What follows belongs to an exercise in optimizing a design on an open flow for small area; a production flow would make more cautious choices.
Function was checked by simulation only, so behaviour that the tests miss may differ from the original.
Power is estimated from default activity; no workload was simulated.

## job 3493
Design dither_top, start of the top module:
module dither_top (
    input  logic [23:0] din,
    input  logic        clk,
    input  logic        rst,
    input  logic        hs_in,
    input  logic        vs_in,
    input  logic        de_in,
    output logic [23:0] dout,
    output logic        hs_out,
    output logic        vs_out,
    output logic        de_out
);
Size in the first run: roughly 56 I/O pins, about 17000 sq um of cells after synthesis.
==> flow/config.mk <==
export PLATFORM = sky130hd
export DESIGN_NAME = dither_top
export DESIGN_NICKNAME = dither_top
export VERILOG_FILES = /design/flow/design.v
export SDC_FILE = /design/flow/constraint.sdc
export NUM_CORES = 4
export LEC_CHECK = 0
export ABC_AREA = 1
export CAP_MARGIN = 20
export CORE_MARGIN = 2
export CORE_UTILIZATION = 60
export SLEW_MARGIN = 20
==> flow/constraint.sdc <==
create_clock -name core_clock -period 7.0 [get_ports {clk}]
set_input_delay 1.4000 -clock core_clock [delete_from_list [all_inputs] [get_ports {clk}]]
set_output_delay 1.4000 -clock core_clock [all_outputs]
set_load 0.01 [all_outputs]
run.sh (not shown) runs the stock make flow with config.mk's settings and CLKGATE_MAP_FILE= SYNTH_SCRIPT=/design/flow/synth_recipe.tcl, a recipe that flattens the netlist after the stock synthesis.
The following lists how job 8263 was set up differently from job 3493:
Settings: CTS_CLUSTER_SIZE: unset -> 30; CTS_BUF_LIST: unset -> sky130_fd_sc_hd__clkbuf_4 sky130_fd_sc_hd__clkbuf_8.
## What came out
- Final sequential cell count came out exactly the same in job 3493 and job 8263.
- Diff job 3493 -> job 8263: core utilization grew by 0.16 points; post-synthesis instance area now sits at about the same level; final area comparable.
What job 2219 does differently from job 8263 at the input level:
Settings: removing CTS_BUF_LIST (formerly sky130_fd_sc_hd__clkbuf_4 sky130_fd_sc_hd__clkbuf_8); removing CTS_CLUSTER_SIZE (formerly 30).
==> flow/flow/run.sh (new file) <==
#!/bin/bash
# Layout flow: the standard flow (standard.sh, unchanged synthesis), with
#  - clock tree: larger sink clusters on clkbuf_8 leaf buffers and no dummy loads
#  - port buffers: the smallest buffer cell instead of the resizer's pick
# Every tool's full output goes to standard.log here and to ORFS's own per-step logs under orfs/logs.
set -euo pipefail
export CTS_ARGS="-sink_clustering_enable -repair_clock_nets -dont_use_dummy_load -sink_clustering_size 25 -sink_clustering_max_diameter 60 -buf_list sky130_fd_sc_hd__clkbuf_16"
export BUFFER_PORTS_ARGS="-buffer_cell sky130_fd_sc_hd__buf_1"
bash standard.sh finish > standard.log 2>&1
==> flow/standard.sh (new file) <==
#!/bin/bash
# synth_recipe.tcl (not shown) runs the flow's synth.tcl, then flattens the netlist and writes it again
# the make line also repeats each setting of config.mk as NAME=value (left out here)
make -C /OpenROAD-flow-scripts/flow DESIGN_CONFIG=/design/flow/config.mk WORK_HOME=/design/flow/orfs CLKGATE_MAP_FILE= SYNTH_SCRIPT=/design/flow/synth_recipe.tcl "${@:-finish}"
removed: flow/run.sh
Findings:
Job 2219 did not stop at any stage, and its layout met the timing, design-rule and antenna checks. Job 2219 against job 8263: total power -about 12%; share of cell area taken by multi-input logic gates +1.5 points. Between job 2219 and job 8263, it is job 2219 whose combinational fraction of design power is higher, by 0.6 points. Looking at utilization after layout, job 2219 sits 4.4 points lower than job 8263 does. For number of non-filler instances in the completed layout, dividing the value from job 2219 by the value from job 8263 gives 0.937. Relative to job 8263, job 2219 improves global-route wire length before repair.
Setup changes, job 2219 to job 6566
diff --git a/flow/flow/run.sh b/flow/flow/run.sh
--- a/flow/flow/run.sh
+++ b/flow/flow/run.sh
@@ -6,3 +6,3 @@
 set -euo pipefail
-export CTS_ARGS="-sink_clustering_enable -repair_clock_nets -dont_use_dummy_load -sink_clustering_size 25 -sink_clustering_max_diameter 60 -buf_list sky130_fd_sc_hd__clkbuf_16"
+export CTS_ARGS="-sink_clustering_enable -repair_clock_nets -dont_use_dummy_load -sink_clustering_size 16 -sink_clustering_max_diameter 50 -buf_list sky130_fd_sc_hd__clkbuf_8"
 export BUFFER_PORTS_ARGS="-buffer_cell sky130_fd_sc_hd__buf_1"
==> run notes <==
Critical path depth on job 6566 is down relative to job 2219. Job 2219 vs job 6566, critical-path cell with the highest stage delay: sky130_fd_sc_hd__fa_1 vs sky130_fd_sc_hd__dfxtp_1. Initial antenna violation count came out exactly the same in job 2219 and job 6566. Clock network power consumption improves in job 6566 relative to job 2219. Per the comparison of job 6566 with job 2219, design area down 1.4%, number of detailed-route iterations in the first pass dropped 1, post-route clock period utilization went down by 1.4 points, internal power went down 6.1%, areal power density over the cells went down 3.9%. Compared to job 2219, job 6566 leaves more free space in the core.

## port drivers added, routing unchanged
The flow's constraints put no driver on any port. The routed layouts listed below were extracted and timed again, unchanged, in two steps.
Step 1 sets driving cells, clkbuf_16 on the clock port and buf_2 on the other inputs (assumed; they add their load-dependent delay and slew).
Step 2 moves the port delays by t, midway between the first and last clock arrival at a register: inputs arrive t later, outputs are due t later. That takes back most of the time a late clock gives input paths.
Three values: ideal ports, drivers, drivers and shift; two values: the first two.
| run | t, ns | setup WS [ns] | worst slew at a driven data input, ns | pins driven straight from the clock port |
|---|---|---|---|---|
| job 3493 | 0.607 | 1.797 / 1.797 / 1.797 | 0.04 | 1 |
| job 8263 | 0.641 | 1.797 / 1.797 / 1.797 | 0.04 | 1 |
| job 2219 | 0.546 | 1.853 / 1.853 / 1.853 | 0.03 | 1 |
| job 6566 | 0.598 | 1.952 / 1.952 / 1.952 | 0.03 | 1 |
After both steps every run listed still meets setup and hold.
